Source: an optimization exercise on an open RTL-to-GDS flow (aim: small area). Production flows keep margins and buffers that such runs may drop. Only simulation tests tie the RTL to the original design; equivalence was not proved. Power and IR drop assume default switching activity.

Setup of before:
==> flow/design.v <==
module int_regfile_sb_aoi3 (
  input  logic a0, s0, a1, s1, a2, s2,
  output logic y
);
  assign y = ~((a0 & s0) | (a1 & s1) | (a2 & s2));
endmodule
module int_regfile_sb_nand11 (
  input  logic [10:0] x,
  output logic        y
);
  assign y = ~&x;
endmodule
module int_regfile_sb_rdmux #(
  parameter int XLEN  = 32,
  parameter int NREGS = 32
) (
  input  logic [NREGS-1:0]           i_sel,
  input  logic [NREGS-1:0][XLEN-1:0] i_regs,
  output logic [XLEN-1:0]            o_data
);
  for (genvar b = 0; b < XLEN; b++) begin : g_bit
    logic [10:0] w_t;
    for (genvar k = 0; k < 10; k++) begin : g_grp
      int_regfile_sb_aoi3 u_aoi (
        .a0 (i_regs[3*k+1][b]), .s0 (i_sel[3*k+1]),
        .a1 (i_regs[3*k+2][b]), .s1 (i_sel[3*k+2]),
        .a2 (i_regs[3*k+3][b]), .s2 (i_sel[3*k+3]),
        .y  (w_t[k])
      );
    end
    assign w_t[10] = ~(i_regs[31][b] & i_sel[31]);
    int_regfile_sb_nand11 u_or (.x (w_t), .y (o_data[b]));
  end
endmodule
module int_regfile_sb #(
  parameter int XLEN   = 32,
  parameter int NREGS  = 32,
  parameter int NRD    = 2,
  parameter int BYPASS = 1,
  localparam int AW    = $clog2(NREGS)
) (
  input  logic              clk,
  input  logic              rst,
  input  logic              rd_we,
  input  logic [AW-1:0]     rd_idx,
  input  logic [XLEN-1:0]   rd_data,
  input  logic [NRD-1:0]    rs_re,
  input  logic [NRD*AW-1:0] rs_idx,
  output logic [NRD*XLEN-1:0] rs_data,
  output logic [NRD-1:0]    rs_valid,
  input  logic              sb_set,
  input  logic [AW-1:0]     sb_idx,
  output logic [NRD-1:0]    hazard,
  output logic [NREGS-1:0]  pending
);
  logic [NREGS-1:1][XLEN-1:0] r_regs;
  logic [NREGS-1:1]           r_live;
  logic [NREGS-1:1]           r_pend;
  logic [NREGS-1:1]           w_wsel;
  logic [NREGS-1:1]           w_ssel;
  logic [NRD-1:0]             r_valid;
  logic [NRD*AW-1:0]          r_ridx;
  for (genvar i = 1; i < NREGS; i++) begin : g_reg
    assign w_wsel[i] = rd_we && (rd_idx == AW'(i));
    assign w_ssel[i] = sb_set && (sb_idx == AW'(i));
    always_ff @(posedge clk) begin
      if (w_wsel[i]) r_regs[i] <= rd_data;
    end
    always_ff @(posedge clk or posedge rst) begin
      if (rst) begin
        r_live[i] <= 1'b0;
        r_pend[i] <= 1'b0;
      end else begin
        if (w_wsel[i]) r_live[i] <= 1'b1;
        r_pend[i] <= w_ssel[i] | (r_pend[i] & ~w_wsel[i]);
      end
    end
  end
  assign pending = {r_pend, 1'b0};
  always_ff @(posedge clk or posedge rst) begin
    if (rst) r_valid <= '0;
    else     r_valid <= rs_re;
  end
  assign rs_valid = r_valid;
  always_ff @(posedge clk) begin
    r_ridx <= rs_idx;
  end
  for (genvar g = 0; g < NRD; g++) begin : g_rd
    logic [AW-1:0]   w_idx;
    logic [AW-1:0]   w_ridx;
    logic [XLEN-1:0] w_data;
    assign w_idx  = rs_idx[g*AW +: AW];
    assign w_ridx = r_ridx[g*AW +: AW];
    logic [NREGS-1:0] w_sel;
    assign w_sel[0] = 1'b0;
    for (genvar i = 1; i < NREGS; i++) begin : g_sel
      assign w_sel[i] = (w_ridx == AW'(i)) & r_live[i];
    end
    int_regfile_sb_rdmux #(.XLEN(XLEN), .NREGS(NREGS)) u_mux (
      .i_sel  (w_sel),
      .i_regs ({r_regs, {XLEN{1'b0}}}),
      .o_data (w_data)
    );
    assign rs_data[g*XLEN +: XLEN] = w_data;
    assign hazard[g] = rs_re[g] & pending[w_idx] & ~(rd_we && (rd_idx == w_idx));
  end
endmodule
Settings: LEC_CHECK=0, CAP_MARGIN=20, CORE_MARGIN=2, CORE_UTILIZATION=40, SLEW_MARGIN=20, SYNTH_HIERARCHICAL=1; clock period 5.0 ns.
standard.sh (not shown) runs the stock make flow with config.mk's settings and CLKGATE_MAP_FILE= SYNTH_SCRIPT=/design/flow/synth_recipe.tcl, a recipe that flattens the netlist after the stock synthesis.
==> flow/flow/run.sh <==
#!/bin/bash
# The standard ORFS layout with three changes:
#  * port buffers are the smallest plain buffer instead of a delay cell,
#  * clock-tree sinks are clustered into larger groups (fewer leaf buffers),
#  * no dummy loads are added to the clock tree.
set -euo pipefail
export BUFFER_PORTS_ARGS="-buffer_cell sky130_fd_sc_hd__buf_1"
export CTS_ARGS="-sink_clustering_enable -repair_clock_nets -sink_clustering_size 26 -sink_clustering_max_diameter 80 -dont_use_dummy_load"
bash standard.sh finish > standard.log 2>&1
Input changes introduced in after (baseline for comparison: before):
--- a/flow/design.v
+++ b/flow/design.v
@@ -1,6 +1,12 @@
+module int_regfile_sb_hold (
+  input  logic q, we, we_n, c,
+  output logic d
+);
+  assign d = ~((q | we) & (c | we_n));
+endmodule
 module int_regfile_sb_aoi3 (
   input  logic a0, s0, a1, s1, a2, s2,
   output logic y
 );
   assign y = ~((a0 & s0) | (a1 & s1) | (a2 & s2));
 endmodule
@@ -51,23 +57,41 @@
   input  logic              sb_set,
   input  logic [AW-1:0]     sb_idx,
   output logic [NRD-1:0]    hazard,
   output logic [NREGS-1:0]  pending
 );
   logic [NREGS-1:1][XLEN-1:0] r_regs;
+  logic [NREGS-1:1][XLEN-1:0] w_regs_nxt;
   logic [NREGS-1:1]           r_live;
   logic [NREGS-1:1]           r_pend;
   logic [NREGS-1:1]           w_wsel;
+  logic [NREGS-1:1]           w_wsel_n;
   logic [NREGS-1:1]           w_ssel;
+  logic [XLEN-1:0]            w_col;
+  logic                       r_phase;
   logic [NRD-1:0]             r_valid;
-  logic [NRD*AW-1:0]          r_ridx;
+  always_ff @(posedge clk or posedge rst) begin
+    if (rst) r_phase <= 1'b0;
+    else     r_phase <= ~r_phase;
+  end
+  assign w_col = rd_data ^ {XLEN{r_phase}};
   for (genvar i = 1; i < NREGS; i++) begin : g_reg
-    assign w_wsel[i] = rd_we && (rd_idx == AW'(i));
-    assign w_ssel[i] = sb_set && (sb_idx == AW'(i));
+    assign w_wsel[i]   = rd_we && (rd_idx == AW'(i));
+    assign w_wsel_n[i] = ~w_wsel[i];
+    assign w_ssel[i]   = sb_set && (sb_idx == AW'(i));
+    for (genvar b = 0; b < XLEN; b++) begin : g_bit
+      int_regfile_sb_hold u_hold (
+        .q    (r_regs[i][b]),
+        .we   (w_wsel[i]),
+        .we_n (w_wsel_n[i]),
+        .c    (w_col[b]),
+        .d    (w_regs_nxt[i][b])
+      );
+    end
     always_ff @(posedge clk) begin
-      if (w_wsel[i]) r_regs[i] <= rd_data;
+      r_regs[i] <= w_regs_nxt[i];
     end
     always_ff @(posedge clk or posedge rst) begin
       if (rst) begin
         r_live[i] <= 1'b0;
         r_pend[i] <= 1'b0;
       end else begin
@@ -79,29 +103,32 @@
   assign pending = {r_pend, 1'b0};
   always_ff @(posedge clk or posedge rst) begin
     if (rst) r_valid <= '0;
     else     r_valid <= rs_re;
   end
   assign rs_valid = r_valid;
-  always_ff @(posedge clk) begin
-    r_ridx <= rs_idx;
-  end
   for (genvar g = 0; g < NRD; g++) begin : g_rd
-    logic [AW-1:0]   w_idx;
-    logic [AW-1:0]   w_ridx;
-    logic [XLEN-1:0] w_data;
-    assign w_idx  = rs_idx[g*AW +: AW];
-    assign w_ridx = r_ridx[g*AW +: AW];
+    logic [AW-1:0]    w_idx;
+    logic [3:0]       r_lo;    
+    logic [7:0]       r_hi;    
     logic [NREGS-1:0] w_sel;
+    logic             w_any;
+    logic [XLEN-1:0]  w_data;
+    assign w_idx = rs_idx[g*AW +: AW];
+    always_ff @(posedge clk) begin
+      for (int k = 0; k < 4; k++) r_lo[k] <= (w_idx[1:0] == 2'(k));
+      for (int k = 0; k < 8; k++) r_hi[k] <= (w_idx[4:2] == 3'(k));
+    end
     assign w_sel[0] = 1'b0;
     for (genvar i = 1; i < NREGS; i++) begin : g_sel
-      assign w_sel[i] = (w_ridx == AW'(i)) & r_live[i];
+      assign w_sel[i] = r_lo[i % 4] & r_hi[i / 4] & r_live[i];
     end
+    assign w_any = |w_sel;
     int_regfile_sb_rdmux #(.XLEN(XLEN), .NREGS(NREGS)) u_mux (
       .i_sel  (w_sel),
       .i_regs ({r_regs, {XLEN{1'b0}}}),
       .o_data (w_data)
     );
-    assign rs_data[g*XLEN +: XLEN] = w_data;
+    assign rs_data[g*XLEN +: XLEN] = w_data ^ {XLEN{r_phase & w_any}};
     assign hazard[g] = rs_re[g] & pending[w_idx] & ~(rd_we && (rd_idx == w_idx));
   end
 endmodule
### Flow results
- after: all stages done; final checks FAILED (setup timing).
- In after relative to before, flip-flop and latch count after synthesis had gone up slightly.
- Re count of cell instances traversed by the critical path: before and after aren't equal, and the higher value belongs to before.
- Number of enable-type register cells in the synthesized netlist: after lower than before
- In after relative to before, synthesized area had gone down by a few percent.
- Across both runs, power after layout was higher for after than for before.
- after vs. before: cell area after placement went down by 2000 sq um.
- On starting density of the core, the lower figure sits with before, not after.
- Fmax for after: 2.8% down relative to before
- Setup slack: after vs before down 0.14 ns
- after vs before, net count of the mapped netlist went up by 49%.
- Floorplan check, after vs before: die outline smaller in after
- Worst path buffer plus inverter count: after vs before identical

-- re-timing with driven ports --
The results above use ideal ports. As a check the final layouts listed here were re-extracted and re-timed, cells and wires unchanged.
Step 1 assumes that a clkbuf_16 drives the clock port and a buf_2 every other input.
Step 2 adds t to the input delays and takes it off the output delays; t is the mean of the earliest and latest rising clock arrival at the registers after step 1. Input paths then give back, and output paths get back, about the clock's delay inside the block.
Slacks: ideal / step 1 / step 2; pairs: ideal / step 1.
| run | shift t [ns] | setup slack, ns | worst data-port slew with drivers (ns) |
|---|---|---|---|
| before | 0.698 | 0.136 / 0.065 / 0.763 | 0.08 |
| after | 0.723 | -0.005 / -0.081 / 0.641 | 0.04 |
